This is an optimization exercise on Yosys and OpenROAD, whose aim is small area, not a production implementation. In this exercise RTL edits were held to simulation tests only and were not proved equivalent to the original. Power figures rest on the tool's default switching activity, not on a simulated workload.

[flow/constraint.sdc]
create_clock -name core_clock -period 10.0 [get_ports {clk}]
set_input_delay 2.0000 -clock core_clock [delete_from_list [all_inputs] [get_ports {clk}]]
set_output_delay 2.0000 -clock core_clock [all_outputs]
set_load 0.01 [all_outputs]
[flow/design.v]
package cellbuf_pkg;
    localparam int GROUP_W     = $clog2((8 / 4));
    localparam int CROW_W      = $clog2(8);
    localparam int CELL_ROW_W  = $clog2(4);
    localparam int CELL_ADDR_W = $clog2(8);
    typedef logic [8-1:0][8-1:0] pixel_row_t;
    typedef struct packed {
        pixel_row_t [4-1:0] lane;
    } pgroup_t;
    typedef struct packed {
        logic [GROUP_W-1:0]    group;
        logic [CROW_W-1:0]     crow;
        logic [CELL_ROW_W-1:0] cell_row;
    } cell_pos_t;
    typedef struct packed {
        pixel_row_t [0:8-1] interior;
        pixel_row_t                    top;
        pixel_row_t                    bottom;
    } cell_view_t;
    typedef logic [CELL_ADDR_W-1:0] cell_addr_t;
endpackage
`timescale 1ns/10ps
module pixel_pos_counter (
    input  logic                   clk,
    input  logic                   arst_n_i,
    input  logic                   pgroup_wr_i,
    output cellbuf_pkg::cell_pos_t pos_o
);
    localparam logic [cellbuf_pkg::GROUP_W-1:0]    LAST_GROUP    = cellbuf_pkg::GROUP_W'((8 / 4) - 1);
    localparam logic [cellbuf_pkg::CROW_W-1:0]     LAST_CROW     = cellbuf_pkg::CROW_W'(8 - 1);
    localparam logic [cellbuf_pkg::CELL_ROW_W-1:0] LAST_CELL_ROW = cellbuf_pkg::CELL_ROW_W'(4 - 1);
    cellbuf_pkg::cell_pos_t pos_q;
    cellbuf_pkg::cell_pos_t pos_d;
    always_comb begin
        pos_d = pos_q;
        if (pos_q.group == LAST_GROUP) begin
            pos_d.group = '0;
            if (pos_q.crow == LAST_CROW) begin
                pos_d.crow = '0;
                if (pos_q.cell_row == LAST_CELL_ROW) begin
                    pos_d.cell_row = '0;
                end else begin
                    pos_d.cell_row = pos_q.cell_row + 1'b1;
                end
            end else begin
                pos_d.crow = pos_q.crow + 1'b1;
            end
        end else begin
            pos_d.group = pos_q.group + 1'b1;
        end
    end
    always_ff @(posedge clk or negedge arst_n_i) begin
        if (!arst_n_i) begin
            pos_q <= '0;
        end else if (pgroup_wr_i) begin
            pos_q <= pos_d;
        end
    end
    assign pos_o = pos_q;
endmodule
`timescale 1ns/10ps
module row_hold_mux #(
    parameter int W = 64
) (
    input  logic         en,
    input  logic         en_n,
    input  logic [W-1:0] x,
    input  logic [W-1:0] q,
    output logic [W-1:0] d
);
    assign d = ({W{en}} & x) | ({W{en_n}} & q);
endmodule
`timescale 1ns/10ps
module cell_read_mux #(
    parameter int W = 64
) (
    input  logic [7:0]        sel,
    input  logic [7:0][W-1:0] d,
    output logic [W-1:0]      y
);
    logic [W-1:0] n0, n1, n2;
    read_aoi3 #(.W(W)) u_a0 (.sel(sel[2:0]), .d(d[2:0]), .y_n(n0));
    read_aoi3 #(.W(W)) u_a1 (.sel(sel[5:3]), .d(d[5:3]), .y_n(n1));
    read_aoi2 #(.W(W)) u_a2 (.sel(sel[7:6]), .d(d[7:6]), .y_n(n2));
    assign y = ~(n0 & n1 & n2);
endmodule
module read_aoi3 #(
    parameter int W = 64
) (
    input  logic [2:0]        sel,
    input  logic [2:0][W-1:0] d,
    output logic [W-1:0]      y_n
);
    assign y_n = ~(({W{sel[0]}} & d[0]) | ({W{sel[1]}} & d[1]) | ({W{sel[2]}} & d[2]));
endmodule
module read_aoi2 #(
    parameter int W = 64
) (
    input  logic [1:0]        sel,
    input  logic [1:0][W-1:0] d,
    output logic [W-1:0]      y_n
);
    assign y_n = ~(({W{sel[0]}} & d[0]) | ({W{sel[1]}} & d[1]));
endmodule
`timescale 1ns/10ps
module cellbuf_top (
    input  logic                    clk,
    input  logic                    arst_n_i,
    input  cellbuf_pkg::pgroup_t    pgroup_i,
    input  logic                    pgroup_wr_i,
    input  cellbuf_pkg::cell_addr_t cell_addr_i,
    input  logic                    cell_store_i,
    output cellbuf_pkg::cell_view_t cell_o
);
    localparam int NC  = 8;
    localparam int NR  = 8;
    localparam int NGC = 4;
    localparam int NS  = NR + 2;    
    cellbuf_pkg::cell_pos_t pos;
    pixel_pos_counter u_pos_counter (
        .clk         (clk),
        .arst_n_i    (arst_n_i),
        .pgroup_wr_i (pgroup_wr_i),
        .pos_o       (pos)
    );
    logic [cellbuf_pkg::CROW_W+cellbuf_pkg::GROUP_W-1:0] slot;
    assign slot = {pos.crow, pos.group};
    logic full_q;
    always_ff @(posedge clk or negedge arst_n_i) begin
        if (!arst_n_i) begin
            full_q <= 1'b0;
        end else if (pgroup_wr_i && (&slot)) begin
            full_q <= 1'b1;
        end
    end
    logic [NC-1:0] dec;
    for (genvar c = 0; c < NC; c++) begin : g_dec
        assign dec[c] = (cell_addr_i == cellbuf_pkg::CELL_ADDR_W'(c));
    end
    logic [NC-1:0] st_hit;
    assign st_hit = {NC{cell_store_i}} & dec;
    logic [1:0][NR-1:0] wr_en;
    logic [1:0]    frame_top_en;
    logic [1:0][NR-1:0] vld;
    for (genvar g = 0; g < 2; g++) begin : g_grp
        for (genvar r = 0; r < NR; r++) begin : g_row
            localparam logic [3:0] K = 4'(2*r + g);
            assign wr_en[g][r] = pgroup_wr_i && (slot == K);
            assign vld[g][r]   = full_q || (slot > K);
        end
        assign frame_top_en[g] = wr_en[g][0] && (pos.cell_row == '0);
    end
    logic [NC-1:0][NR-1:0][63:0] int_q, int_d;
    logic [NC-1:0][63:0]         top_q, top_d;
    logic [NC-1:0][63:0]         bot_q, bot_d;
    logic [NC-1:0]           top_vld_q;
    logic [NS-1:0][NC-1:0]   rd_sel;
    for (genvar c = 0; c < NC; c++) begin : g_cell
        localparam int LANE = c % NGC;
        localparam int GRP  = c / NGC;
        row_hold_mux u_bot_mux (
            .en   (wr_en[GRP][0]),
            .en_n (!wr_en[GRP][0]),
            .x    (pgroup_i.lane[LANE]),
            .q    (bot_q[c]),
            .d    (bot_d[c])
        );
        logic int0_en;
        assign int0_en = frame_top_en[GRP] || st_hit[c];
        row_hold_mux u_int0_mux (
            .en   (int0_en),
            .en_n (!int0_en),
            .x    (bot_d[c]),
            .q    (int_q[c][0]),
            .d    (int_d[c][0])
        );
        for (genvar r = 1; r < NR; r++) begin : g_row
            row_hold_mux u_int_mux (
                .en   (wr_en[GRP][r]),
                .en_n (!wr_en[GRP][r]),
                .x    (pgroup_i.lane[LANE]),
                .q    (int_q[c][r]),
                .d    (int_d[c][r])
            );
        end
        row_hold_mux u_top_mux (
            .en   (st_hit[c]),
            .en_n (!st_hit[c]),
            .x    (int_q[c][NR-1]),
            .q    (top_q[c]),
            .d    (top_d[c])
        );
        always_ff @(posedge clk) begin
            int_q[c] <= int_d[c];
            top_q[c] <= top_d[c];
            bot_q[c] <= bot_d[c];
        end
        always_ff @(posedge clk or negedge arst_n_i) begin
            if (!arst_n_i) begin
                top_vld_q[c] <= 1'b0;
            end else if (st_hit[c] && vld[GRP][NR-1]) begin
                top_vld_q[c] <= 1'b1;
            end
        end
        for (genvar r = 0; r < NR; r++) begin : g_sel
            assign rd_sel[r][c] = dec[c] && vld[GRP][r];
        end
        assign rd_sel[NR][c]   = dec[c] && top_vld_q[c];
        assign rd_sel[NR+1][c] = dec[c] && vld[GRP][0];
    end
    logic [NS-1:0][NC-1:0][63:0] rd_d;
    for (genvar c = 0; c < NC; c++) begin : g_rd_d
        for (genvar r = 0; r < NR; r++) begin : g_int
            assign rd_d[r][c] = int_q[c][r];
        end
        assign rd_d[NR][c]   = top_q[c];
        assign rd_d[NR+1][c] = bot_q[c];
    end
    for (genvar s = 0; s < NS; s++) begin : g_rd
        cell_read_mux u_rd (
            .sel (rd_sel[s]),
            .d   (rd_d[s]),
            .y   (cell_o[64*(NS-1-s) +: 64])
        );
    end
endmodule
[flow/run.sh]
#!/bin/bash
# synth_recipe.tcl (not shown) runs the flow's synth.tcl, then flattens the netlist and writes it again
# the make line also repeats each setting of config.mk as NAME=value (left out here)
make -C /OpenROAD-flow-scripts/flow DESIGN_CONFIG=/design/flow/config.mk WORK_HOME=/design/flow/orfs CLKGATE_MAP_FILE= SYNTH_SCRIPT=/design/flow/synth_recipe.tcl finish
[flow/config.mk]
export PLATFORM = sky130hd
export DESIGN_NAME = cellbuf_top
export DESIGN_NICKNAME = cellbuf_top
export VERILOG_FILES = /design/flow/design.v
export SDC_FILE = /design/flow/constraint.sdc
export NUM_CORES = 8
export LEC_CHECK = 0
export CAP_MARGIN = 20
export CORE_MARGIN = 2
export CORE_UTILIZATION = 45
export SLEW_MARGIN = 20
export SYNTH_HIERARCHICAL = 1
export SYNTH_MINIMUM_KEEP_SIZE = 0
==> metrics.md, run 1 <==
| Metric | Value |
|---|---|
| Status | finished clean |
| Max H-tree Level | 6 |
| Effective utilization at floorplan | 0.452 |
| Crit share post-route | 0.852 |
| TritonCTS sink count | 5135 |
| Router iterations before antenna repair | 11 |
| DP Cell Count | 20000 |
| Final Hold Fails | 0 |
| Max FO, Critical Path | 29 |
| Vias in the first global route | approximately 140k |
| Critical path's largest stage delay | 0.90 ns |
| Core ar. | 417000 µm² |
| Final Power | 76.5 mW |
| Count of final setup violators | 0 |
| Layout Area Growth over Synthesis | 11.7% |
| DRT Wirelength | about 840000 µm |
| PortBufs | between 900 and 1000 |
| Share of the synthesized area in the top cell type | 0.544 |
| Maximum clock rate | between 0.1 and 0.15 GHz |
| Reg clk slew, reported paths | 0.06 ns |
| First-pass GRT wire length | 1150000 µm |
| Top cells by area, synth | dfxtp_1 (54%), a22o_1 (24%), buf_6 (9.2%) |
| Longest Clk Path Bufs | 4 |
| Commonest cells in the synthesized netlist | a22o_1 (5120), dfxtp_1 (5120), buf_6 (1542) |
| DP HPWL | ~500000 µm |
| Library cells used by synthesis | 45 |
| Synthesized Nets | 15000 |
| Die width | between 600 and 700 µm |
| Routability Congestion | 0.878 |
| Final min period | ~8.5 ns |
| Slew @ Worst Pin | roughly 1.4 ns |
| Pwr/cell area | 363 nW/µm² |
| Largest net degree at the start of global routing | 161 |
| Final nets | approximately 15000 |
| Layout cells sized above 1 | 0.113 |
| Pins Over Slew Limit | 0 |
| Critical Path Slowest Stage Cell | or3b_1 |
| Fin cells | about 21000 |
| WP data arrival | 6.52 ns |
| DP Area | 192000 µm² |
| CTS Root Cell | clkbuf_16 |
| Std cell rows | 237 |
| Avg Inst Size Synth | 12.8 µm² |
| Die area | ~420000 µm² |
| Area leader, netlist | dfxtp_1 |
| DR DRC count | 0 |
| Most used cell, CP | clkdlybuf4s50_1 |
| Antenna-violating nets left | 0 |
| CTS Buf Count | 542 |
| Initial antenna violation count | 54 |
| Post-route setup slack | 1.48 ns |
| I/O Pins | 903 |
| Worst slack, placed | 1.71 ns |
| TritonCTS clock tree | built |
| VDD IR max | 213 µV |
| Vias per inst | 7.26 |
| Post-synth EDFFs | 0 |
| Global route overflow | 0 |
| Max-Cap Viols | 0 |
| Worst Hold Class | reg -> reg |
| Post-synthesis sequential area ratio | 0.546 |
| Number of DRC violations after detailed-routing iteration 0 | 26600 |
| Async SR Flop Fraction | 0.00292 |
| Leak | about 89 nW |
| Wirelength per Cell | roughly 40 µm |
| Worst reg-to-reg setup slack | 5.78 ns |
| WHS | 0.468 ns |
| Crit path launch type | input pin |
| Ys Warns | 8 |
| RSZ-0062 raised after global routing | no |
| Die Y | 651 µm |
| Worst rel slew slack | 0.0571 |
| Critical Path End Type | output port |
| Post-CTS Setup Inserts | 0 |
| Filler instances | about 36000 |
| Latest clock arrival within the worst-skew pair | 1.06 ns |
| Vias after detailed routing | 152000 |
| WP data required | 8.00 ns |
| Gr usage total | 0.377 |
| Syn Std Cell Area | 188000 µm² |
| Top FF cell, synth | dfxtp_1 |
| Kind of critical path | in -> out |
| Clk_skew | between 0.04 and 0.05 ns |
| Hold buffers post-CTS | 0 |
| CP Cell Sequence | clkdlybuf4s50_1, or3b_1, a21oi_4, buf_4, a222oi_1, nand3_1, clkdlybuf4s50_1 |
| Setup_tns | 0 ns |
| #FFs+latches synth | around 5100 |
| PostCTS Resize Cnt | 0 |
| Gate Count Post-Synth | 14700 |
| Final Cell Area | 210000 µm² |
| Final core utilization | 0.505 |
final timing paths:
kind                                     endpoint  depth (start not counted)                   start
max                                   cell_o[339]                          7          cell_addr_i[1]
max in group asynchronous            top_vld_q[2]                          1                arst_n_i
min reg2reg                           int_q[3883]                          1             int_q[3883]
min                                   int_q[3883]                          1             int_q[3883]
min in group asynchronous  u_pos_counter.pos_q[1]                          1                arst_n_i
max reg2reg                           int_q[2649]                          5  u_pos_counter.pos_q[4]
flip-flops by register name, indices dropped and copies added, names as in the netlist:
| signal | flops |
|---|---|
| top_q | 512 |
| top_vld_q | 8 |
| full_q | 1 |
| int_q | 4096 |
| u_pos_counter.pos_q | 6 |
| bot_q | 512 |
cells in the final DEF, fill, tap and decap left out, types with 116 or more instances in the layout:
master	instances
nand3_1	643
clkbuf_16	561
a22oi_1	520
a22oi_2	120
a22o_1	5120
clkbuf_8	116
clkdlybuf4s50_1	847
buf_4	490
dfxtp_1	5120
a222oi_1	1280
kinds of logic after synthesis:
group | Yosys count | synth area share
flip-flops | 5135 | 0.546
buffers and inverters | 1721 | 0.0967
XOR/XNOR | 1 | 0.0000465
AO/OA/AOI/OAI | 7096 | 0.336
AND/OR/NAND/NOR | 764 | 0.0205
multiplexers | 5 | 0.000299
adder cells (fa/ha/maj) | 3 | 0.000199
modules after synthesis, one instance, submodules excluded, a selection:
module / times used / flops+latches
cell_read_mux: 10 / 0
cellbuf_top: 1 / 5129
pixel_pos_counter: 1 / 6
row_hold_mux: 80 / 0
report_power, final:
part           internal (mW)  switching [mW]  leakage, nW
Clock                   12.1            8.65         8.94
Sequential              30.4            5.63         42.9
Combinational           10.0            9.72         36.9
Total                   52.5            24.0         88.8
layout make-up:
cell class | count | area, µm² | share of cell area
flip-flops and latches | 5135 | 103000 | 0.489
multi-input cells | 7869 | 68400 | 0.325
clock buffers | 788 | 16100 | 0.0763
repair buffers | 1472 | 14000 | 0.0667
well taps | 5497 | 6880 | 0.0327
clock inverters | 170 | 2050 | 0.00976
inverters | 18 | 87.6 | 0.000416
diodes | 25 | 62.6 | 0.000297
worst max-delay path, delay by kind of cell:
family                 cells  cell delay [ns]
buffers and inverters      3             2.03
AND/OR/NAND/NOR            2             1.37
AO/OA/AOI/OAI              2             1.02
layer usage:
layer,track usage,vias up,share of wire
met5,0.00260,-,0.00027
met4,0.239,17,0.075
li1,-,61500,-
met1,0.498,77000,0.39
met2,0.545,11500,0.41
met3,0.0993,2260,0.12
==> run 2: changes to the inputs <==
==> flow/flow/run.sh (new file) <==
#!/bin/bash
# Standard ORFS layout, with the smallest buffer on the ports and a clock
# tree without dummy balancing loads.
set -euo pipefail
bash standard.sh \
    "BUFFER_PORTS_ARGS=-buffer_cell sky130_fd_sc_hd__buf_1" \
    "CTS_ARGS=-sink_clustering_enable -repair_clock_nets -dont_use_dummy_load" \
    finish > standard.log 2>&1
==> flow/standard.sh (new file) <==
#!/bin/bash
# synth_recipe.tcl (not shown) runs the flow's synth.tcl, then flattens the netlist and writes it again
# the make line also repeats each setting of config.mk as NAME=value (left out here)
make -C /OpenROAD-flow-scripts/flow DESIGN_CONFIG=/design/flow/config.mk WORK_HOME=/design/flow/orfs CLKGATE_MAP_FILE= SYNTH_SCRIPT=/design/flow/synth_recipe.tcl "${@:-finish}"
removed: flow/run.sh
==> metrics.md, run 2 <==
| Metric | Value |
|---|---|
| #FFs+latches synth | 5135 |
| Gate Count Post-Synth | 14700 |
| Latest clock arrival within the worst-skew pair | 1.05 ns |
| Leak | 84.2 nW |
| Die area | roughly 420000 µm² |
| M1 wire length | between 300000 and 400000 µm |
| Critical Path End Type | output port |
| DRT Wirelength | approximately 840000 µm |
| First-pass GRT wire length | 1140000 µm |
| Met3 WL | ~110000 µm |
| TritonCTS sink count | approximately 5000 |
| PostCTS Resize Cnt | 0 |
| WP data required | roughly 8.0 ns |
| Kind of critical path | in -> out |
| Vias after detailed routing | 151000 |
| Filler instances | 37000 |
| PortBufs | 902 |
| Synthesized Nets | between 10000 and 15000 |
| Largest net degree at the start of global routing | 173 |
| Count of final setup violators | 0 |
| Final nets | 15300 |
| Layout cells sized above 1 | 0.0942 |
| Most frequent cells in the layout | a22o_1 (5120), dfxtp_1 (5120), a222oi_1 (1280) |
| Crit share post-route | 0.781 |
| Post-synth EDFFs | 0 |
| Pwr/cell area | 358 nW/µm² |
| Pins Over Slew Limit | 0 |
| I/O Pins | 903 |
| Gr usage total | 0.374 |
| Final Hold Fails | 0 |
| Post-CTS Setup Inserts | 0 |
| RSZ-0062 raised after global routing | no |
| CTS Root Cell | clkbuf_16 |
| Routability Congestion | 0.882 |
| Max FO, Critical Path | 34 |
| Async SR Flop Fraction | 0.00292 |
| Top FF cell, synth | dfxtp_1 |
| Worst setup path start | cell_addr_i[2] |
| Post-route setup slack | 2.19 ns |
| Reg2Reg Depth | 6 |
| Hold path endpoint | int_q[163] |
| Router iterations before antenna repair | 10 |
| FF-to-FF End | int_q[2050] |
| Hold depth | 1 |
| Number of DRC violations after detailed-routing iteration 0 | 28300 |
| Worst Hold Class | reg -> reg |
| Die width | 651 µm |
| Syn Std Cell Area | 188000 µm² |
| Most flops, register | int_q |
| Fin cells | 20500 |
| Worst slack, placed | 2.19 ns |
| Reg area | slightly above 100000 µm² |
| Biggest regs | int_q x4096, bot_q x512, top_q x512 |
| DP HPWL | 491000 µm |
| Std cell rows | 237 |
| Crit path launch type | input pin |
| Layout Area Growth over Synthesis | 6.21% |
| VDD IR max | 217 µV |
| Die Y | between 600 and 700 µm |
| Max reg flops | 4096 |
| Clk_skew | ~0.08 ns |
| Hold buffers post-CTS | 0 |
| Max H-tree Level | 6 |
| Global route overflow | 0 |
| Final min period | between 7 and 8 ns |
| Max-Cap Viols | 0 |
| Library cells used by synthesis | 45 |
| Longest Clk Path Bufs | 4 |
| Commonest cells in the synthesized netlist | a22o_1 (5120), dfxtp_1 (5120), buf_6 (1542) |
| Vias in the first global route | 140000 |
| Reg2reg start | u_pos_counter.pos_q[4] |
| Setup_tns | 0 ns |
| Worst rel slew slack | 0.0731 |
| TritonCTS clock tree | built |
| Core ar. | 417000 µm² |
| Met2 Wirelength | 347000 µm |
| Reg clk slew, reported paths | 0.05 ns |
| Slew @ Worst Pin | 1.39 ns |
| Hold_sp | int_q[163] |
| Wirelength per Cell | 40.9 µm |
| WP data arrival | ~5.8 ns |
| Status | finished clean |
| Post-synthesis sequential area ratio | 0.546 |
| DR DRC count | 0 |
| DP Cell Count | 20000 |
| CTS Buf Count | 541 |
| Maximum clock rate | 0.128 GHz |
| Avg Inst Size Synth | 12.8 µm² |
| Worst reg-to-reg setup slack | between 5 and 6 ns |
| Top cells by area, synth | dfxtp_1 (54%), a22o_1 (24%), buf_6 (9.2%) |
| Effective utilization at floorplan | 0.452 |
| Initial antenna violation count | 71 |
| DR top layer | met5 |
| Vias per inst | approximately 7.4 |
| Area of the multi-input gates | slightly below 70000 µm² |
| Share of the synthesized area in the top cell type | 0.544 |
| Ys Warns | 8 |
| Area leader, netlist | dfxtp_1 |
| Antenna-violating nets left | 0 |
run 2: kinds of logic after synthesis:
logic type,Yosys count,synth area share
compound gates,7096,0.336
xor+xnor,1,0.0000465
fa+ha+maj,3,0.000199
buf+inv,1721,0.0967
flops,5135,0.546
mux,5,0.000299
simple gates,764,0.0205
run 2: layer usage:
layer,global-route usage,vias to the layer above
met5,0.00147,-
met4,0.233,24
met3,0.102,2391
met2,0.543,11900
met1,0.492,76200
li1,-,61000
run 2: power breakdown:
part	switching, mW	internal (mW)	leakage, nW
Sequential	5.72	30.4	42.9
Combinational	9.62	8.65	34.6
Clock	7.80	9.47	6.67
run 2: worst max path at each step:
stage	to	slack (ns)
2_1_floorplan	cell_o[10]	4.61
3_3_place_gp	cell_o[542]	2.28
3_5_place_dp	cell_o[542]	2.19
4_1_cts	cell_o[512]	2.21
5_1_grt	cell_o[575]	2.17
6_report	cell_o[128]	2.19
run 2: cell type report:
class / count / area share
diodes: 14 / 0.000175
well taps: 5497 / 0.0344
flip-flops and latches: 5135 / 0.514
multi-input cells: 7869 / 0.342
clock buffers: 541 / 0.0676
repair buffers: 1453 / 0.0415
inverters: 18 / 0.000438
run 2: worst max-delay path, cell delays in order:
cell and delay, ns:
buf_1 0.52, nand3b_1 0.88, nor2_4 1.09, buf_12 0.41, a22oi_1 0.18, nand3_1 0.44, buf_1 0.22
run 2: per-module statistics from Yosys (local to each module, per instance), excerpt:
module | flip-flops and latches | area, µm²
pixel_pos_counter | 6 | 275
cellbuf_top | 5129 | 104000
cell_read_mux | 0 | 320
row_hold_mux | 0 | 718
run 2: per-stage QoR:
stage,hold WS (ns),power [mW],instance area [µm²],utilization
floorplan,0.428,47.8,188000,-
global placement,0.451,53.5,186000,0.447
detailed placement,0.452,53.8,187000,0.447
CTS,0.469,71.0,200000,0.480
global route,0.476,74.4,200000,0.480
finish,0.466,71.6,200000,0.480
==> run 3: changes to the inputs <==
==> flow/flow/run.sh (replaced) <==
#!/bin/bash
# Standard ORFS layout, with the smallest buffer on the ports and a clock
# tree of clkbuf_16 with clkbuf_8 leaf buffers on clusters of at most 14
# flip-flops, without dummy balancing loads. Cells with slack are downsized
# after global routing.
set -euo pipefail
bash standard.sh \
    "BUFFER_PORTS_ARGS=-buffer_cell sky130_fd_sc_hd__buf_1" \
    "CTS_ARGS=-sink_clustering_enable -repair_clock_nets -dont_use_dummy_load -buf_list sky130_fd_sc_hd__clkbuf_16 -sink_clustering_buffer sky130_fd_sc_hd__clkbuf_8 -sink_clustering_size 14 -sink_clustering_max_diameter 50" \
    "RECOVER_POWER=100" \
    finish > standard.log 2>&1
--- a/flow/config.mk
+++ b/flow/config.mk
@@ -8,5 +8,5 @@
 export CAP_MARGIN = 20
 export CORE_MARGIN = 2
-export CORE_UTILIZATION = 45
+export CORE_UTILIZATION = 70
 export SLEW_MARGIN = 20
 export SYNTH_HIERARCHICAL = 1
==> metrics.md, run 3 <==
| Metric | Value |
|---|---|
| Status | finished with violations |
| Layout check failures | max-capacitance violations, max-slew violations |
| Seq group | 36.3 mW |
| Hold_sp | int_q[2839] |
| Pins Over Slew Limit | about 5800 |
| Count of final setup violators | 0 |
| Area leader, netlist | dfxtp_1 |
| Share of the synthesized area in the top cell type | 0.544 |
| DRT Wirelength | approximately 800000 µm |
| Effective utilization at floorplan | 0.703 |
| Most flops, register | int_q |
| Kind of critical path | in -> reg |
| Comb pwr share | 0.280 |
| Hold path endpoint | int_q[2839] |
| Std cell rows | 190 |
| Post-CTS Setup Inserts | 0 |
| Reg clk slew, reported paths | 0.07 ns |
| Cell family with most CP delay | buffers and inverters |
| Critical path's largest stage delay | 2.97 ns |
| Critical Path End Type | flop |
| Routability Congestion | 0.958 |
| #FFs+latches synth | 5135 |
| Vias per inst | 8.56 |
| Filler instances | approximately 19000 |
| Top FF cell, synth | dfxtp_1 |
| Crit path launch type | input pin |
| Most used cell, CP | clkbuf_1 |
| RSZ-0062 raised after global routing | no |
| Leak | 80.3 nW |
| Final nets | about 15000 |
| Vias after detailed routing | 158000 |
| Clock power frac | 0.170 |
| Die width | between 500 and 600 µm |
| Maximum clock rate | 0.104 GHz |
| Core ar. | approximately 270000 µm² |
| Clk_skew | 0.0560 ns |
| Max-Cap Viols | 104 |
| Gate Count Post-Synth | ~15000 |
| Layout Area Growth over Synthesis | 0.588% |
| Library cells used by synthesis | 45 |
| Slew @ Worst Pin | 4.94 ns |
| TritonCTS clock tree | built |
| Latest clock arrival within the worst-skew pair | 0.97 ns |
| DP HPWL | 446000 µm |
| Worst reg-to-reg setup slack | 1.19 ns |
| Comb. pwr | 18.4 mW |
| CTS Buf Count | 458 |
| Int Power | 43.5 mW |
| First-pass GRT wire length | 1080000 µm |
| Reg2reg start | u_pos_counter.pos_q[3] |
| Sw Share | 0.340 |
| Longest Clk Path Bufs | 4 |
| Global route overflow | 0 |
| Biggest regs | int_q x4096, bot_q x512, top_q x512 |
| Max FO, Critical Path | 34 |
| Commonest cells in the synthesized netlist | a22o_1 (5120), dfxtp_1 (5120), buf_6 (1542) |
| Number of DRC violations after detailed-routing iteration 0 | 34600 |
| Antenna-violating nets left | 0 |
| Avg Inst Size Synth | 12.8 µm² |
| Top cells by area, synth | dfxtp_1 (54%), a22o_1 (24%), buf_6 (9.2%) |
| Top Consumer | registers |
| PortBufs | 902 |
| Reg2Reg Depth | 7 |
| Crit share post-route | 0.964 |
| Sequential group share of total power | 0.550 |
| NetSw | 22.4 mW |
| Die area | between 200000 and 300000 µm² |
| Max H-tree Level | 5 |
| CP Cell Sequence | clkbuf_1, nand4bb_1, clkbuf_1, clkbuf_1, o21ai_4, clkbuf_1, a22o_1 |
| VDD IR max | 215 µV |
| WP data arrival | 10.46 ns |
| I/O Pins | 903 |
| Post-synthesis sequential area ratio | 0.546 |
| CTS Root Cell | clkbuf_16 |
| Worst setup path start | cell_addr_i[2] |
| Post-synth EDFFs | 0 |
| Die Y | 523 µm |
| Synthesized Nets | between 10000 and 15000 |
| Final min period | 9.64 ns |
| Critical Path Slowest Stage Cell | clkbuf_1 |
| Worst rel slew slack | -2.29 |
| Hold buffers post-CTS | 0 |
| Ys Warns | 8 |
| Layout cells sized above 1 | 0.0811 |
| Final core utilization | 0.708 |
| Clk. pwr | 11.2 mW |
| Final Hold Fails | 0 |
| TritonCTS sink count | 5135 |
| Router iterations before antenna repair | 17 |
| Initial antenna violation count | 51 |
| Pwr/cell area | 348 nW/µm² |
| Hold depth | 1 |
| PostCTS Resize Cnt | 0 |
| Setup_tns | 0 ns |
| Wirelength per Cell | between 40 and 50 µm |
| Syn Std Cell Area | 188000 µm² |
| Most frequent cells in the layout | a22o_1 (5120), dfxtp_1 (5120), a222oi_1 (1280) |
| Worst Hold Class | reg -> reg |
| Largest net degree at the start of global routing | 201 |
| FF-to-FF End | int_q[3637] |
| Buf+Inv Stages, Crit Path | 4 |
| DR DRC count | 0 |
| Crit path to | int_q[1044] |
| Max reg flops | around 4100 |
| Critical Path Stages | 7 |
| Async SR Flop Fraction | 0.00292 |
| Vias in the first global route | 149000 |
| Gr usage total | 0.540 |
| WP data required | 10.82 ns |
-- run 3: cell count changes in the layout (fill, tap and decap cells not counted), sizes merged --
| cell | previous run | this run |
|---|---|---|
| buf | 1396 | 1061 |
| clkbuf | 598 | 765 |
| diode | 14 | 40 |
| clkinvlp | 0 | 5 |
| inv | 18 | 13 |
| clkdlybuf4s25 | 0 | 2 |
-- run 3: layer usage --
layer / vias to the layer above / track usage / wire, µm / share of wire
met5: - / 0.00762 / 958 / 0.0012
met4: 57 / 0.416 / 73700 / 0.094
met3: 4030 / 0.248 / 147000 / 0.19
met2: 16500 / 0.717 / 299000 / 0.38
met1: 76700 / 0.674 / 260000 / 0.33
li1: 60500 / - / - / -
-- run 3: kinds of logic after synthesis --
logic type / after synthesis / share of synthesized area
AO/OA/AOI/OAI: 7096 / 0.336
XOR/XNOR: 1 / 0.0000465
AND/OR/NAND/NOR: 764 / 0.0205
flip-flops: 5135 / 0.546
adder cells (fa/ha/maj): 3 / 0.000199
multiplexers: 5 / 0.000299
buffers and inverters: 1721 / 0.0967
-- run 3: final cells by class --
type,instances,area [µm²],share of cell area
clock buffer,458,6720,0.0354
timing repair buffer,1370,7260,0.0383
inverter,18,81.3,0.000429
antenna,40,100,0.000528
sequential,5135,103000,0.543
multi-input combinational,7869,68100,0.359
tap,3552,4440,0.0234
-- run 3: how the worst max path moves through the flow --
stage / start / to / slack [ns] / cells past startpoint
after CTS: cell_addr_i[0] / cell_o[65] / 2.38 / 8
after detailed placement: cell_addr_i[2] / cell_o[451] / 2.39 / 7
after global placement: cell_addr_i[2] / cell_o[224] / 2.51 / 8
after floorplan: cell_addr_i[1] / cell_o[10] / 4.61 / 8
-- run 3: Yosys stat by module (local to each module, per instance), a selection --
module | area (µm²) | cells inside | copies in the design | flops+latches
pixel_pos_counter | 275 | 20 | 1 | 6
row_hold_mux | 718 | 78 | 80 | 0
cell_read_mux | 320 | 64 | 10 | 0
cellbuf_top | 104000 | 5345 | 1 | 5129
-- run 3: power groups by stage --
| stage | sequential (mW) | combinational (mW) | clock, mW |
|---|---|---|---|
| after floorplan | 34.5 | 13.3 | 0 |
| after global placement | 35.7 | 16.7 | 0 |
| after detailed placement | 36.2 | 17.4 | 0 |
| after CTS | 35.9 | 17.5 | 11.0 |
-- run 3: stage by stage --
step / hold slack, ns / power [mW] / cell area [µm²] / std cells / setup WS (ns)
after global placement: 0.451 / 52.4 / 183000 / 17900 / 2.51
after global routing: 0.482 / 68.0 / 189000 / 18400 / 1.14
final: 0.468 / 65.9 / 190000 / 18400 / 0.358
after floorplan: 0.428 / 47.8 / 188000 / 14700 / 4.61
after detailed placement: 0.452 / 53.6 / 183000 / 17900 / 2.39
after CTS: 0.471 / 64.5 / 190000 / 18400 / 2.38
==> run 4: changes to the inputs <==
==> flow/flow/run.sh (replaced) <==
#!/bin/bash
# Standard ORFS layout, with the smallest buffer on the ports and a clock
# tree of clkbuf_16 with clkbuf_8 leaf buffers on clusters of at most 14
# flip-flops, without dummy balancing loads.
set -euo pipefail
bash standard.sh \
    "BUFFER_PORTS_ARGS=-buffer_cell sky130_fd_sc_hd__buf_1" \
    "CTS_ARGS=-sink_clustering_enable -repair_clock_nets -dont_use_dummy_load -buf_list sky130_fd_sc_hd__clkbuf_16 -sink_clustering_buffer sky130_fd_sc_hd__clkbuf_8 -sink_clustering_size 14 -sink_clustering_max_diameter 50" \
    finish > standard.log 2>&1
==> metrics.md, run 4 <==
| Metric | Value |
|---|---|
| Hold depth | 1 |
| Crit path launch type | input pin |
| Layout cells sized above 1 | 0.0883 |
| TritonCTS sink count | 5135 |
| Antenna-violating nets left | 0 |
| Most flops, register | int_q |
| Max reg flops | 4096 |
| PostCTS Resize Cnt | 0 |
| Final min period | 7.97 ns |
| Critical Path End Type | output port |
| Fin cells | 18400 |
| DP Cell Count | 17900 |
| Filler instances | between 15000 and 20000 |
| Die area | 273000 µm² |
| Leak | ~81 nW |
| Die width | about 520 µm |
| Vias after detailed routing | 158000 |
| Pins Over Slew Limit | 0 |
| Crit share post-route | 0.797 |
| Area leader, netlist | dfxtp_1 |
| Reg clk slew, reported paths | 0.04 ns |
| Max-Cap Viols | 0 |
| CTS Buf Count | 458 |
| Worst slack, placed | 2.39 ns |
| Post-CTS Setup Inserts | 0 |
| Max H-tree Level | 5 |
| Number of DRC violations after detailed-routing iteration 0 | between 30000 and 40000 |
| Max FO, Critical Path | 33 |
| Latest clock arrival within the worst-skew pair | 0.97 ns |
| Std cell rows | 190 |
| Post-route setup slack | 2.03 ns |
| PortBufs | 902 |
| Commonest cells in the synthesized netlist | a22o_1 (5120), dfxtp_1 (5120), buf_6 (1542) |
| First-pass GRT wire length | 1080000 µm |
| Wirelength per Cell | 42.3 µm |
| Synthesized Nets | 15000 |
| Clk_skew | 0.0551 ns |
| CTS Root Cell | clkbuf_16 |
| I/O Pins | roughly 900 |
| RSZ-0062 raised after global routing | no |
| Longest Clk Path Bufs | 4 |
| Vias in the first global route | approximately 150k |
| Post-synth EDFFs | 0 |
| TritonCTS clock tree | built |
| Share of the synthesized area in the top cell type | 0.544 |
| Final nets | around 15000 |
| Router iterations before antenna repair | 15 |
| Vias per inst | 8.55 |
| Initial antenna violation count | 53 |
| Worst rel slew slack | 0.0847 |
| Top FF cell, synth | dfxtp_1 |
| Layout Area Growth over Synthesis | 0.992% |
| Most frequent cells in the layout | a22o_1 (5120), dfxtp_1 (5120), a222oi_1 (1280) |
| Biggest regs | int_q x4096, bot_q x512, top_q x512 |
| Async SR Flop Fraction | 0.00292 |
| Reg2Reg Depth | 6 |
| WP data arrival | between 5 and 6 ns |
| Status | finished clean |
| Global route overflow | 0 |
| DRT Wirelength | 780000 µm |
| Library cells used by synthesis | 45 |
| Setup_tns | 0 ns |
| Avg Inst Size Synth | 12.8 µm² |
| Core ar. | approximately 270000 µm² |
| Kind of critical path | in -> out |
| VDD IR max | 216 µV |
| Gr usage total | 0.540 |
| WP data required | 8.00 ns |
| Final Hold Fails | 0 |
| Post-synthesis sequential area ratio | 0.546 |
| Top cells by area, synth | dfxtp_1 (54%), a22o_1 (24%), buf_6 (9.2%) |
| Hold buffers post-CTS | 0 |
| Die Y | 523 µm |
| DP HPWL | between 400000 and 500000 µm |
| Count of final setup violators | 0 |
| Largest net degree at the start of global routing | ~200 |
| Worst Hold Class | reg -> reg |
| Pwr/cell area | 346 nW/µm² |
| Gate Count Post-Synth | 14700 |
| #FFs+latches synth | 5135 |
| Slew @ Worst Pin | between 1 and 1.5 ns |
| Maximum clock rate | 0.125 GHz |
| Effective utilization at floorplan | 0.703 |
| DR DRC count | 0 |
| Routability Congestion | 0.958 |
| Syn Std Cell Area | 188000 µm² |
| Ys Warns | 8 |
[run 4: cell types whose count changed in the layout (fill, tap and decap cells not counted), moves of 10 or more]
cell / previous run / this run
buf_1: 677 / 785
buf_4: 343 / 419
clkbuf_1: 173 / 0
clkbuf_2: 134 / 116
nand2_1: 13 / 2
nand2_4: 1 / 11
nor2_1: 14 / 3
nor2_4: 50 / 61
[run 4: layout make-up]
class | instances | area [µm²] | area share
clock buffers | 458 | 6720 | 0.0353
well taps | 3552 | 4440 | 0.0233
flip-flops and latches | 5135 | 103000 | 0.540
inverters | 18 | 87.6 | 0.000460
multi-input cells | 7869 | 68500 | 0.360
repair buffers | 1370 | 7650 | 0.0402
diodes | 35 | 87.6 | 0.000460
[run 4: worst max-delay path, cell delays in order]
cell and delay (ns):
buf_1 0.56, nand3b_1 0.90, nor2_4 0.28, buf_4 0.64, buf_4 0.71, a222oi_1 0.23
nand3_1 0.38, buf_1 0.21
[run 4: logic make-up (layout without fill, tap and decap cells)]
group	count (synthesis)	after routing	synth area share
flops	5135	5135	0.546
compound gates	7096	7096	0.336
xor+xnor	1	1	0.0000465
fa+ha+maj	3	3	0.000199
other cells	0	35	0
buf+inv	1721	1846	0.0967
mux	5	5	0.000299
simple gates	764	764	0.0205
[run 4: through the flow]
stage	hold WS [ns]	power, mW	instance area (µm²)	util
after global routing	0.482	67.9	190000	0.710
after CTS	0.471	64.5	190000	0.709
after detailed placement	0.452	53.6	183000	0.684
final	0.468	65.8	190000	0.710
after global placement	0.451	52.4	183000	0.684
after floorplan	0.428	47.8	188000	-
[run 4: layer usage]
layer | GRT usage | up-vias | part of all wire
met5 | 0.00762 | - | 0.0012
met4 | 0.416 | 64 | 0.096
met3 | 0.248 | 4103 | 0.19
met2 | 0.717 | 16400 | 0.38
met1 | 0.674 | 76700 | 0.33
li1 | - | 60500 | -
[run 4: path summary, 6_finish.rpt]
| kind | start | to | slack, ns |
|---|---|---|---|
| max | cell_addr_i[0] | cell_o[65] | 2.03 |
| min | int_q[2839] | int_q[2839] | 0.47 |
| max reg2reg | u_pos_counter.pos_q[4] | int_q[3228] | 5.36 |
| min reg2reg | int_q[2839] | int_q[2839] | 0.47 |
| max in group asynchronous | arst_n_i | full_q | 8.53 |
| min in group asynchronous | arst_n_i | u_pos_counter.pos_q[5] | 1.02 |
[run 4: power by group]
part | total [mW] | switching, mW | internal (mW)
Clock | 11.2 | 6.77 | 4.43
Sequential | 36.3 | 5.96 | 30.3
Combinational | 18.4 | 9.71 | 8.66
[run 4: modules after synthesis, one instance, submodules excluded, excerpt]
module / copies in the design / cells inside / flops+latches
cell_read_mux: 10 / 64 / 0
cellbuf_top: 1 / 5345 / 5129
pixel_pos_counter: 1 / 20 / 6
row_hold_mux: 80 / 78 / 0
==> run 5: changes to the inputs <==
--- a/flow/design.v
+++ b/flow/design.v
@@ -69,5 +69,18 @@
     output logic [W-1:0] d
 );
-    assign d = ({W{en}} & x) | ({W{en_n}} & q);
+    assign d = ~(({W{en_n}} | x) & ({W{en}} | q));
+endmodule
+module row_hold_mux3 #(
+    parameter int W = 64
+) (
+    input  logic         sel1,
+    input  logic         sel2,
+    input  logic         hold,
+    input  logic [W-1:0] x1,
+    input  logic [W-1:0] x2,
+    input  logic [W-1:0] q,
+    output logic [W-1:0] d
+);
+    assign d = ~(({W{sel1}} & x1) | ({W{sel2}} & x2) | ({W{hold}} & q));
 endmodule
 `timescale 1ns/10ps
@@ -77,4 +90,5 @@
     input  logic [7:0]        sel,
     input  logic [7:0][W-1:0] d,
+    input  logic              inv,
     output logic [W-1:0]      y
 );
@@ -83,5 +97,5 @@
     read_aoi3 #(.W(W)) u_a1 (.sel(sel[5:3]), .d(d[5:3]), .y_n(n1));
     read_aoi2 #(.W(W)) u_a2 (.sel(sel[7:6]), .d(d[7:6]), .y_n(n2));
-    assign y = ~(n0 & n1 & n2);
+    assign y = ~(n0 & n1 & n2) ^ {W{inv}};
 endmodule
 module read_aoi3 #(
@@ -151,4 +165,16 @@
         assign frame_top_en[g] = wr_en[g][0] && (pos.cell_row == '0);
     end
+    logic phase_q;
+    always_ff @(posedge clk or negedge arst_n_i) begin
+        if (!arst_n_i) begin
+            phase_q <= 1'b0;
+        end else begin
+            phase_q <= !phase_q;
+        end
+    end
+    logic [NGC-1:0][63:0] lane_x;
+    for (genvar j = 0; j < NGC; j++) begin : g_lane
+        assign lane_x[j] = pgroup_i.lane[j] ^ {64{phase_q}};
+    end
     logic [NC-1:0][NR-1:0][63:0] int_q, int_d;
     logic [NC-1:0][63:0]         top_q, top_d;
@@ -162,5 +188,5 @@
             .en   (wr_en[GRP][0]),
             .en_n (!wr_en[GRP][0]),
-            .x    (pgroup_i.lane[LANE]),
+            .x    (lane_x[LANE]),
             .q    (bot_q[c]),
             .d    (bot_d[c])
@@ -168,8 +194,10 @@
         logic int0_en;
         assign int0_en = frame_top_en[GRP] || st_hit[c];
-        row_hold_mux u_int0_mux (
-            .en   (int0_en),
-            .en_n (!int0_en),
-            .x    (bot_d[c]),
+        row_hold_mux3 u_int0_mux (
+            .sel1 (int0_en && wr_en[GRP][0]),
+            .sel2 (int0_en && !wr_en[GRP][0]),
+            .hold (!int0_en),
+            .x1   (lane_x[LANE]),
+            .x2   (bot_q[c]),
             .q    (int_q[c][0]),
             .d    (int_d[c][0])
@@ -179,5 +207,5 @@
                 .en   (wr_en[GRP][r]),
                 .en_n (!wr_en[GRP][r]),
-                .x    (pgroup_i.lane[LANE]),
+                .x    (lane_x[LANE]),
                 .q    (int_q[c][r]),
                 .d    (int_d[c][r])
@@ -221,4 +249,5 @@
             .sel (rd_sel[s]),
             .d   (rd_d[s]),
+            .inv (phase_q && (|rd_sel[s])),
             .y   (cell_o[64*(NS-1-s) +: 64])
         );
==> flow/flow/run.sh (replaced) <==
#!/bin/bash
# Standard ORFS layout with these changes:
#  - after synthesis, logic gates that ABC sized up are set back to x1
#    (flow/downsize.tcl); placement-time repair sizes up where needed;
#  - XOR gates above x1 are not used after synthesis, so their fanout is
#    buffered rather than the gate sized up;
#  - the smallest buffer on the ports;
#  - a clock tree of clkbuf_16 with clkbuf_8 leaf buffers on clusters of at
#    most 14 flip-flops, without dummy balancing loads.
# Each make run writes its full output to its own log file here.
set -euo pipefail
FLOW_DIR="$PWD/flow"
DONT_USE="$(make -s -C "$FLOW_HOME" DESIGN_CONFIG="$PWD/config.mk" WORK_HOME="$PWD/orfs" print-DONT_USE_CELLS | sed 's/^DONT_USE_CELLS: //')"
DONT_USE="$DONT_USE sky130_fd_sc_hd__xor2_2 sky130_fd_sc_hd__xor2_4 sky130_fd_sc_hd__xnor2_2 sky130_fd_sc_hd__xnor2_4"
ARGS=(
    "POST_SYNTH_TCL=$FLOW_DIR/downsize.tcl"
    "BUFFER_PORTS_ARGS=-buffer_cell sky130_fd_sc_hd__buf_1"
    "CTS_ARGS=-sink_clustering_enable -repair_clock_nets -dont_use_dummy_load -buf_list sky130_fd_sc_hd__clkbuf_16 -sink_clustering_buffer sky130_fd_sc_hd__clkbuf_8 -sink_clustering_size 14 -sink_clustering_max_diameter 50"
)
bash standard.sh "${ARGS[@]}" synth > standard_synth.log 2>&1
bash standard.sh "${ARGS[@]}" "DONT_USE_CELLS=$DONT_USE" finish > standard_layout.log 2>&1
==> flow/flow/downsize.tcl (new file) <==
# Run after synthesis (POST_SYNTH_TCL): set every logic gate that Yosys/ABC
# sized above x1 back to x1. Placement-time repair sizes up again where
# timing or slew needs it.
set db [ord::get_db]
set n 0
foreach inst [[ord::get_db_block] getInsts] {
  set m [[$inst getMaster] getName]
  if {![regexp {^(sky130_fd_sc_hd__[a-z0-9]+)_([0-9]+)$} $m -> base size]} { continue }
  if {$size <= 1} { continue }
  if {[regexp {__(df|dl|sdf|edf|buf|clk|bufinv|conb|tap|fill|decap|diode|ebuf|ha|fa|maj|probe|lpflow)} $base]} { continue }
  set small [$db findMaster ${base}_1]
  if {$small == "NULL" || $small == ""} { continue }
  $inst swapMaster $small
  incr n
}
puts "downsize: $n cells set to x1"

==> metrics.md, run 5 <==
| Metric | Value |
|---|---|
| DR DRC count | 0 |
| DP Cell Count | between 15000 and 20000 |
| Fin cells | 19500 |
| First-pass GRT wire length | 1120000 µm |
| Most common cell after layout, fill and taps aside | dfxtp_1 |
| Routability Congestion | approximately 0.98 |
| Final core utilization | 0.713 |
| Layout Area Growth over Synthesis | 1.34% |
| Most frequent cells in the layout | dfxtp_1 (5120), o22ai_1 (4609), a222oi_1 (1792) |
| Max-Cap Viols | 0 |
| Hold depth | 1 |
| Critical Path Slowest Stage Cell | nor2_4 |
| Buf+Inv Stages, Crit Path | 3 |
| Cell family with most CP delay | simple AND/OR/NAND/NOR gates |
| Die area | around 270000 µm² |
| I/O Pins | 903 |
| FF-to-FF End | int_q[2110] |
| Final min period | a little over 8 ns |
| Count of final setup violators | 0 |
| TritonCTS clock tree | built |
| Effective utilization at floorplan | 0.704 |
| Pwr/cell area | 386 nW/µm² |
| PortBufs | 902 |
| Filler instances | 19000 |
| Die Y | 518 µm |
| Max reg flops | 4096 |
| Ys Warns | 8 |
| Gate Count Post-Synth | 15800 |
| WP data arrival | 6.16 ns |
| Clk_skew | a little over 0.08 ns |
| PostCTS Resize Cnt | 0 |
| Final nets | ~16000 |
| Largest net degree at the start of global routing | 182 |
| Syn Std Cell Area | ~180000 µm² |
| Longest Clk Path Bufs | 4 |
| Global route overflow | 0 |
| TritonCTS sink count | between 5000 and 6000 |
| Most flops, register | int_q |
| Reg clk slew, reported paths | 0.08 ns |
| WHS | ~0.44 ns |
| Wirelength per Cell | 41.3 µm |
| Worst reg-to-reg setup slack | 3.93 ns |
| Worst rel slew slack | 0.0349 |
| Worst Hold Class | reg -> reg |
| Std cell rows | 188 |
| Post-CTS Setup Inserts | 0 |
| Antenna-violating nets left | 0 |
| Die width | a little over 500 µm |
| RSZ-0062 raised after global routing | no |
| Hold_sp | int_q[1062] |
| Critical Path Stages | 9 |
| Setup_tns | 0 ns |
| Crit path launch type | input pin |
| Max H-tree Level | 5 |
| Synthesized Nets | around 16000 |
| Pins Over Slew Limit | 0 |
| Core ar. | 263000 µm² |
| Final Hold Fails | 0 |
| Critical path's largest stage delay | 0.98 ns |
| Hold path endpoint | int_q[1062] |
| VDD IR max | roughly 420 µV |
| Reg2reg start | u_pos_counter.pos_q[2] |
| WP data required | 8.00 ns |
| Crit share post-route | 0.816 |
| Avg Inst Size Synth | between 10 and 15 µm² |
| Router iterations before antenna repair | 19 |
| CTS Root Cell | clkbuf_16 |
| Final Cell Area | 187000 µm² |
| Initial antenna violation count | 56 |
| CP Cell Sequence | buf_1, and2_1, nand2b_1, nor2_4, buf_4, a222oi_1, nand3_1, xor2_1, buf_1 |
| Maximum clock rate | 0.122 GHz |
| Hold buffers post-CTS | 0 |
| Slew @ Worst Pin | about 1.4 ns |
| Kind of critical path | in -> out |
| DRT Wirelength | 803000 µm |
| Vias in the first global route | between 150k and 200k |
| Status | finished clean |
| Reg2Reg Depth | 7 |
| Gr usage total | 0.563 |
| CTS Buf Count | 450 |
| DP Area | 180000 µm² |
| Most used cell, CP | buf_1 |
| Max FO, Critical Path | 25 |
| Leak | 69.5 nW |
| Vias after detailed routing | 169000 |
| Vias per inst | 8.69 |
| Number of DRC violations after detailed-routing iteration 0 | between 40000 and 50000 |
| DP HPWL | 457000 µm |
| Layout cells sized above 1 | 0.0734 |
| Biggest regs | int_q x4096, bot_q x512, top_q x512 |
| Latest clock arrival within the worst-skew pair | 0.98 ns |
| Critical Path End Type | output port |
run 5: layer usage:
layer	track usage	up-vias	wire length (µm)
met5	0.0208	-	1230
met4	0.441	46	80300
met3	0.294	4884	162000
met2	0.740	19100	301000
met1	0.683	80200	258000
li1	-	64800	-
run 5: final cells by class:
cell class / instances / area [µm²] / area share
diodes: 74 / 185 / 0.000989
multi-input cells: 8800 / 64900 / 0.347
clock buffers: 450 / 6610 / 0.0353
inverters: 25 / 204 / 0.00109
flip-flops and latches: 5136 / 103000 / 0.549
repair buffers: 1455 / 8080 / 0.0431
well taps: 3515 / 4400 / 0.0235
run 5: where the power goes:
| part | leakage, nW | total, mW | switching [mW] | internal (mW) |
|---|---|---|---|---|
| Clock | 3.43 | 11.1 | 6.74 | 4.36 |
| Sequential | 43.6 | 38.0 | 6.62 | 31.4 |
| Combinational | 22.5 | 23.2 | 15.0 | 8.28 |
run 5: how the worst max path moves through the flow:
stage | slack, ns | to | startpoint
finish | 1.84 | cell_o[181] | cell_addr_i[1]
global route | 1.92 | cell_o[308] | cell_addr_i[2]
CTS | 2.24 | cell_o[32] | cell_addr_i[2]
detailed placement | 2.23 | cell_o[32] | cell_addr_i[2]
global placement | 2.01 | cell_o[160] | cell_addr_i[2]
floorplan | 4.46 | cell_o[131] | cell_addr_i[0]
run 5: per-stage QoR:
stage,power (mW),setup slack [ns]
finish,72.3,1.84
floorplan,51.0,4.46
global route,74.2,1.92
CTS,70.2,2.24
global placement,58.2,2.01
detailed placement,59.6,2.23
==> run 6: changes to the inputs <==
--- a/flow/design.v
+++ b/flow/design.v
@@ -71,17 +71,4 @@
     assign d = ~(({W{en_n}} | x) & ({W{en}} | q));
 endmodule
-module row_hold_mux3 #(
-    parameter int W = 64
-) (
-    input  logic         sel1,
-    input  logic         sel2,
-    input  logic         hold,
-    input  logic [W-1:0] x1,
-    input  logic [W-1:0] x2,
-    input  logic [W-1:0] q,
-    output logic [W-1:0] d
-);
-    assign d = ~(({W{sel1}} & x1) | ({W{sel2}} & x2) | ({W{hold}} & q));
-endmodule
 `timescale 1ns/10ps
 module cell_read_mux #(
@@ -173,7 +160,17 @@
         end
     end
-    logic [NGC-1:0][63:0] lane_x;
-    for (genvar j = 0; j < NGC; j++) begin : g_lane
-        assign lane_x[j] = pgroup_i.lane[j] ^ {64{phase_q}};
+    logic [1:0][NR-1:0] wp_q;
+    logic [1:0]         bot_wp_d;
+    logic [NC-1:0]      int0_wp_q;
+    logic [NC-1:0]      top_wp_q;
+    for (genvar g = 0; g < 2; g++) begin : g_wp
+        for (genvar r = 0; r < NR; r++) begin : g_row
+            always_ff @(posedge clk) begin
+                if (wr_en[g][r]) begin
+                    wp_q[g][r] <= phase_q;
+                end
+            end
+        end
+        assign bot_wp_d[g] = wr_en[g][0] ? phase_q : wp_q[g][0];
     end
     logic [NC-1:0][NR-1:0][63:0] int_q, int_d;
@@ -188,5 +185,5 @@
             .en   (wr_en[GRP][0]),
             .en_n (!wr_en[GRP][0]),
-            .x    (lane_x[LANE]),
+            .x    (pgroup_i.lane[LANE]),
             .q    (bot_q[c]),
             .d    (bot_d[c])
@@ -194,10 +191,8 @@
         logic int0_en;
         assign int0_en = frame_top_en[GRP] || st_hit[c];
-        row_hold_mux3 u_int0_mux (
-            .sel1 (int0_en && wr_en[GRP][0]),
-            .sel2 (int0_en && !wr_en[GRP][0]),
-            .hold (!int0_en),
-            .x1   (lane_x[LANE]),
-            .x2   (bot_q[c]),
+        row_hold_mux u_int0_mux (
+            .en   (int0_en),
+            .en_n (!int0_en),
+            .x    (bot_d[c]),
             .q    (int_q[c][0]),
             .d    (int_d[c][0])
@@ -207,5 +202,5 @@
                 .en   (wr_en[GRP][r]),
                 .en_n (!wr_en[GRP][r]),
-                .x    (lane_x[LANE]),
+                .x    (pgroup_i.lane[LANE]),
                 .q    (int_q[c][r]),
                 .d    (int_d[c][r])
@@ -224,4 +219,12 @@
             bot_q[c] <= bot_d[c];
         end
+        always_ff @(posedge clk) begin
+            if (int0_en) begin
+                int0_wp_q[c] <= bot_wp_d[GRP];
+            end
+            if (st_hit[c]) begin
+                top_wp_q[c] <= wp_q[GRP][NR-1];
+            end
+        end
         always_ff @(posedge clk or negedge arst_n_i) begin
             if (!arst_n_i) begin
@@ -245,9 +248,16 @@
         assign rd_d[NR+1][c] = bot_q[c];
     end
+    logic [NS-1:0] rd_ph;
+    for (genvar r = 1; r < NR; r++) begin : g_rd_ph
+        assign rd_ph[r] = phase_q ^ wp_q[cell_addr_i[2]][r];
+    end
+    assign rd_ph[0]    = !(phase_q ^ int0_wp_q[cell_addr_i]);
+    assign rd_ph[NR]   = phase_q ^ top_wp_q[cell_addr_i];
+    assign rd_ph[NR+1] = phase_q ^ wp_q[cell_addr_i[2]][0];
     for (genvar s = 0; s < NS; s++) begin : g_rd
         cell_read_mux u_rd (
             .sel (rd_sel[s]),
             .d   (rd_d[s]),
-            .inv (phase_q && (|rd_sel[s])),
+            .inv (rd_ph[s] && (|rd_sel[s])),
             .y   (cell_o[64*(NS-1-s) +: 64])
         );
--- a/flow/flow/run.sh
+++ b/flow/flow/run.sh
@@ -7,5 +7,5 @@
 #  - the smallest buffer on the ports;
 #  - a clock tree of clkbuf_16 with clkbuf_8 leaf buffers on clusters of at
-#    most 14 flip-flops, without dummy balancing loads.
+#    most 16 flip-flops, without dummy balancing loads.
 # Each make run writes its full output to its own log file here.
 set -euo pipefail
@@ -16,5 +16,5 @@
     "POST_SYNTH_TCL=$FLOW_DIR/downsize.tcl"
     "BUFFER_PORTS_ARGS=-buffer_cell sky130_fd_sc_hd__buf_1"
-    "CTS_ARGS=-sink_clustering_enable -repair_clock_nets -dont_use_dummy_load -buf_list sky130_fd_sc_hd__clkbuf_16 -sink_clustering_buffer sky130_fd_sc_hd__clkbuf_8 -sink_clustering_size 14 -sink_clustering_max_diameter 50"
+    "CTS_ARGS=-sink_clustering_enable -repair_clock_nets -dont_use_dummy_load -buf_list sky130_fd_sc_hd__clkbuf_16 -sink_clustering_buffer sky130_fd_sc_hd__clkbuf_8 -sink_clustering_size 16 -sink_clustering_max_diameter 55"
 )
 bash standard.sh "${ARGS[@]}" synth > standard_synth.log 2>&1
--- a/flow/config.mk
+++ b/flow/config.mk
@@ -8,5 +8,5 @@
 export CAP_MARGIN = 20
 export CORE_MARGIN = 2
-export CORE_UTILIZATION = 70
+export CORE_UTILIZATION = 60
 export SLEW_MARGIN = 20
 export SYNTH_HIERARCHICAL = 1
==> metrics.md, run 6 <==
| Metric | Value |
|---|---|
| Status | finished clean |
| Sw Share | 0.363 |
| Vias in the first global route | 152000 |
| Crit share post-route | 0.870 |
| Final core utilization | 0.614 |
| Max FO, Critical Path | 26 |
| Die area | 306000 µm² |
| Syn Std Cell Area | 181000 µm² |
| Max-Cap Viols | 0 |
| Routability Congestion | 0.958 |
| DP HPWL | 484000 µm |
| Largest net degree at the start of global routing | 201 |
| TritonCTS clock tree | built |
| CTS Buf Count | 417 |
| Synthesized Nets | 15800 |
| Die Y | approximately 550 µm |
| Pwr/cell area | 364 nW/µm² |
| Clk_skew | around 0.073 ns |
| Final nets | ~16000 |
| Final min period | 8.70 ns |
| Number of DRC violations after detailed-routing iteration 0 | 34600 |
| Initial antenna violation count | 47 |
| Met3 WL | 142000 µm |
| DRT Wirelength | 831000 µm |
| PortBufs | 902 |
| Core ar. | 300000 µm² |
| Effective utilization at floorplan | 0.604 |
| Antenna-violating nets left | 0 |
| Critical Path End Type | output port |
| Clock power frac | 0.162 |
| Ys Warns | 8 |
| NetSw | ~24 mW |
| VDD IR max | 217 µV |
| WHS | about 0.44 ns |
| Leak | 68.3 nW |
| WP data required | 8.00 ns |
| RSZ-0062 raised after global routing | no |
| Global route overflow | 0 |
| Final Hold Fails | 0 |
| Vias per inst | approximately 8.2 |
| First-pass GRT wire length | 1150000 µm |
| Post-CTS Setup Inserts | 0 |
| Hold buffers post-CTS | 0 |
| Worst Hold Class | reg -> reg |
| PostCTS Resize Cnt | 0 |
| WP data arrival | about 6.7 ns |
| Max reg flops | 4096 |
| M1 wire length | 288000 µm |
| Kind of critical path | in -> out |
| Latest clock arrival within the worst-skew pair | 0.97 ns |
| Biggest regs | int_q x4096, bot_q x512, top_q x512 |
| Maximum clock rate | ~0.11 GHz |
| Most frequent cells in the layout | dfxtp_1 (5122), o22ai_1 (5121), a222oi_1 (1280) |
| DR DRC count | 0 |
| Most flops, register | int_q |
| Count of final setup violators | 0 |
| Slew @ Worst Pin | about 1.4 ns |
| Pins Over Slew Limit | 0 |
| Layout cells sized above 1 | 0.0731 |
| Most common cell after layout, fill and taps aside | dfxtp_1 |
| Crit path launch type | input pin |
| Final Power | 67.0 mW |
| Avg Inst Size Synth | 11.7 µm² |
| Reg clk slew, reported paths | 0.07 ns |
| Int Power | 42.7 mW |
| Worst rel slew slack | 0.0901 |
| Gate Count Post-Synth | 15500 |
| I/O Pins | around 900 |
| Met2 Wirelength | 324000 µm |
| Max H-tree Level | 5 |
| Vias after detailed routing | 161000 |
| Setup_tns | 0 ns |
| Sequential group share of total power | 0.561 |
| Longest Clk Path Bufs | 4 |
| Router iterations before antenna repair | 12 |
| Layout Area Growth over Synthesis | 1.63% |
| Std cell rows | 201 |
| DR top layer | met5 |
| CTS Root Cell | clkbuf_16 |
| Wirelength per Cell | 42.4 µm |
| Comb pwr share | 0.278 |
| Die width | about 550 µm |
| TritonCTS sink count | 5168 |
| Gr usage total | 0.513 |
## run 6: through the flow
step	cell area [µm²]	setup WS [ns]	std cells
global route	184000	1.47	19500
CTS	184000	1.72	19500
global placement	177000	1.74	19100
floorplan	181000	4.20	15500
finish	184000	1.30	19600
detailed placement	178000	1.72	19100
## run 6: worst max-delay path, cell delays in order
cell	delay (ns)
buf_1	0.48
buf_4	0.46
nor2_1	0.16
nand2_1	0.66
nor2_4	0.43
buf_4	0.45
a222oi_1	0.92
nand3_1	0.61
xor2_1	0.29
buf_1	0.16
## run 6: path summary, 6_finish.rpt
path | startpoint | end | slack (ns) | depth (start not counted)
setup reg to reg | u_pos_counter.pos_q[5] | int_q[2110] | 5.51 | 6
hold reg to reg | int_q[3774] | int_q[3774] | 0.44 | 1
min in group asynchronous | arst_n_i | u_pos_counter.pos_q[1] | 1.03 | 1
setup / recovery | cell_addr_i[2] | cell_o[409] | 1.30 | 10
hold / removal | int_q[3774] | int_q[3774] | 0.44 | 1
max in group asynchronous | arst_n_i | u_pos_counter.pos_q[5] | 8.50 | 1
## run 6: routing by layer
layer,up-vias,track usage
met5,-,0.00656
met4,34,0.384
met3,3776,0.216
met2,15800,0.699
met1,78700,0.642
li1,63100,-
## run 6: layout make-up
cell class              count  area [µm²]
diodes                     35        87.6
fillers                 24400      116000
inverters                  32         260
clock buffers             417        6160
multi-input cells        8562       60800
well taps                3958        4950
flip-flops and latches   5168      104000
repair buffers           1405        7980
## run 6: power groups by stage
stage / combinational (mW) / clock (mW) / sequential, mW
after floorplan: 12.4 / 0 / 36.0
after global routing: 19.4 / 11.4 / 38.5
final: 18.6 / 10.8 / 37.6
after detailed placement: 17.8 / 0 / 37.5
after CTS: 17.7 / 10.7 / 37.2
after global placement: 17.0 / 0 / 37.1
==> run 7: changes to the inputs <==
--- a/flow/flow/run.sh
+++ b/flow/flow/run.sh
@@ -6,6 +6,6 @@
 #    buffered rather than the gate sized up;
 #  - the smallest buffer on the ports;
-#  - a clock tree of clkbuf_16 with clkbuf_8 leaf buffers on clusters of at
-#    most 16 flip-flops, without dummy balancing loads.
+#  - a clock tree of clkbuf_16 on clusters of at most 28 flip-flops,
+#    without dummy balancing loads.
 # Each make run writes its full output to its own log file here.
 set -euo pipefail
@@ -16,5 +16,5 @@
     "POST_SYNTH_TCL=$FLOW_DIR/downsize.tcl"
     "BUFFER_PORTS_ARGS=-buffer_cell sky130_fd_sc_hd__buf_1"
-    "CTS_ARGS=-sink_clustering_enable -repair_clock_nets -dont_use_dummy_load -buf_list sky130_fd_sc_hd__clkbuf_16 -sink_clustering_buffer sky130_fd_sc_hd__clkbuf_8 -sink_clustering_size 16 -sink_clustering_max_diameter 55"
+    "CTS_ARGS=-sink_clustering_enable -repair_clock_nets -dont_use_dummy_load -buf_list sky130_fd_sc_hd__clkbuf_16 -sink_clustering_size 28 -sink_clustering_max_diameter 70"
 )
 bash standard.sh "${ARGS[@]}" synth > standard_synth.log 2>&1
==> metrics.md, run 7 <==
| Metric | Value |
|---|---|
| Status | finished clean |
| DP HPWL | 484000 µm |
| Latest clock arrival within the worst-skew pair | 1.01 ns |
| Slew @ Worst Pin | 1.39 ns |
| Routability Congestion | approximately 0.96 |
| CTS Root Cell | clkbuf_16 |
| Crit path launch type | input pin |
| Filler instances | 24300 |
| Syn Std Cell Area | 181000 µm² |
| Number of DRC violations after detailed-routing iteration 0 | between 30000 and 40000 |
| Final nets | 15700 |
| Router iterations before antenna repair | 14 |
| Setup_tns | 0 ns |
| Die width | 553 µm |
| Critical Path Slowest Stage Cell | a222oi_1 |
| WP data required | 8.00 ns |
| Die area | ~310000 µm² |
| Max-Cap Viols | 0 |
| PortBufs | 902 |
| Vias in the first global route | 150000 |
| Vias per inst | 8.29 |
| CP Cell Sequence | buf_1, buf_4, nor2_1, nand2_1, nor2_4, buf_4, a222oi_1, nand3_1, xor2_1, buf_1 |
| Avg Inst Size Synth | 11.7 µm² |
| Buf+Inv Stages, Crit Path | 4 |
| Critical path's largest stage delay | 0.91 ns |
| Effective utilization at floorplan | 0.604 |
| Largest net degree at the start of global routing | 201 |
| Final min period | 8.75 ns |
| WHS | 0.443 ns |
| Most common cell after layout, fill and taps aside | dfxtp_1 |
| TritonCTS clock tree | built |
| Clk_skew | roughly 0.10 ns |
| Crit share post-route | 0.875 |
| First-pass GRT wire length | 1140000 µm |
| WP data arrival | a little under 7 ns |
| Synthesized Nets | ~16000 |
| Most flops, register | int_q |
| Ys Warns | 8 |
| Gr usage total | 0.511 |
| Max reg flops | 4096 |
| VDD IR max | 231 µV |
| DR DRC count | 0 |
| Initial antenna violation count | 53 |
| Leak | just under 70 nW |
| Count of final setup violators | 0 |
| TritonCTS sink count | 5168 |
| Vias after detailed routing | approximately 160k |
| Final Hold Fails | 0 |
| Critical Path End Type | output port |
| Hold buffers post-CTS | 0 |
| Final Power | 66.7 mW |
| Die Y | 553 µm |
| Std cell rows | between 200 and 250 |
| Longest Clk Path Bufs | 4 |
| Layout cells sized above 1 | 0.0615 |
| I/O Pins | 903 |
| Wirelength per Cell | 42.7 µm |
| Pins Over Slew Limit | 0 |
| Antenna-violating nets left | 0 |
| Pwr/cell area | 363 nW/µm² |
| PostCTS Resize Cnt | 0 |
| Max FO, Critical Path | 26 |
| Global route overflow | 0 |
| Gate Count Post-Synth | 15500 |
| Biggest regs | int_q x4096, bot_q x512, top_q x512 |
| Max H-tree Level | 4 |
| Worst Hold Class | reg -> reg |
| Kind of critical path | in -> out |
| RSZ-0062 raised after global routing | no |
| CTS Buf Count | 226 |
| Worst rel slew slack | 0.0683 |
| Maximum clock rate | 0.114 GHz |
| DRT Wirelength | roughly 830000 µm |
| Cell family with most CP delay | simple AND/OR/NAND/NOR gates |
| Most frequent cells in the layout | dfxtp_1 (5122), o22ai_1 (5121), a222oi_1 (1280) |
| Reg clk slew, reported paths | around 0.09 ns |
| Post-CTS Setup Inserts | 0 |
| Layout Area Growth over Synthesis | 1.34% |
| Core ar. | 300000 µm² |
run 7: power by group:
part	total [mW]	internal, mW	switching [mW]
Combinational	18.6	7.09	11.5
Clock	10.5	4.04	6.49
Sequential	37.6	31.5	6.08
Total	66.7	42.6	24.1
run 7: worst paths after layout:
check	end	startpoint	slack, ns	cells after the start
hold reg to reg	int_q[126]	int_q[126]	0.44	1
min in group asynchronous	u_pos_counter.pos_q[3]	arst_n_i	0.99	1
setup / recovery	cell_o[409]	cell_addr_i[2]	1.25	10
setup reg to reg	int_q[2110]	u_pos_counter.pos_q[2]	5.43	6
hold / removal	int_q[126]	int_q[126]	0.44	1
max in group asynchronous	u_pos_counter.pos_q[5]	arst_n_i	8.53	1
run 7: final cells by class:
cell class | instances | area (µm²) | share of cell area
clock buffers | 226 | 5660 | 0.0308
well taps | 3958 | 4950 | 0.0270
multi-input cells | 8562 | 60800 | 0.331
diodes | 30 | 75.1 | 0.000409
inverters | 32 | 260 | 0.00142
repair buffers | 1404 | 7960 | 0.0434
flip-flops and latches | 5168 | 104000 | 0.566
run 7: through the flow:
step	worst slack (ns)	area (µm²)	util	instances
floorplan	4.20	181000	-	15500
global placement	1.74	177000	0.592	19100
detailed placement	1.72	178000	0.592	19100
CTS	1.70	183000	0.611	19300
global route	1.46	183000	0.612	19400
finish	1.25	184000	0.612	19400
run 7: layer usage:
metal,part of all wire,GRT usage,vias to the layer above
li1,-,-,62800
met1,0.35,0.642,78500
met2,0.39,0.697,15600
met3,0.17,0.214,3699
met4,0.090,0.372,38
met5,0.00072,0.00891,-

## what the ideal ports hide
The results above use ideal ports. As a check the final layouts listed here were re-extracted and re-timed, cells and wires unchanged. Step 1 sets driving cells, clkbuf_16 on the clock port and buf_2 on the other inputs (assumed; they add their load-dependent delay and slew). Step 2 adds t to the input delays and takes it off the output delays; t is the mean of the earliest and latest rising clock arrival at the registers after step 1. Input paths then give back, and output paths get back, about the clock's delay inside the block. Three values: no drivers, after step 1, after step 2; two values: the first two.
run	shift t [ns]	setup WS [ns]	worst register clock-pin slew, ns
run 1	1.168	1.484 / 1.305 / 1.305	0.07 / 0.07
run 2	1.146	2.186 / 1.987 / 1.987	0.07 / 0.07
run 3	1.060	0.358 / 0.260 / -0.800	0.10 / 0.10
run 4	1.065	2.032 / 1.823 / 1.823	0.10 / 0.10
run 5	1.051	1.836 / 1.596 / 1.596	0.10 / 0.10
run 6	1.046	1.301 / 1.275 / 1.275	0.11 / 0.11
run 7	1.080	1.250 / 1.225 / 1.225	0.11 / 0.11
For run 3, which loses most, drivers alone change the setup slack by -0.098 ns; drivers and shift together by -1.158 ns.
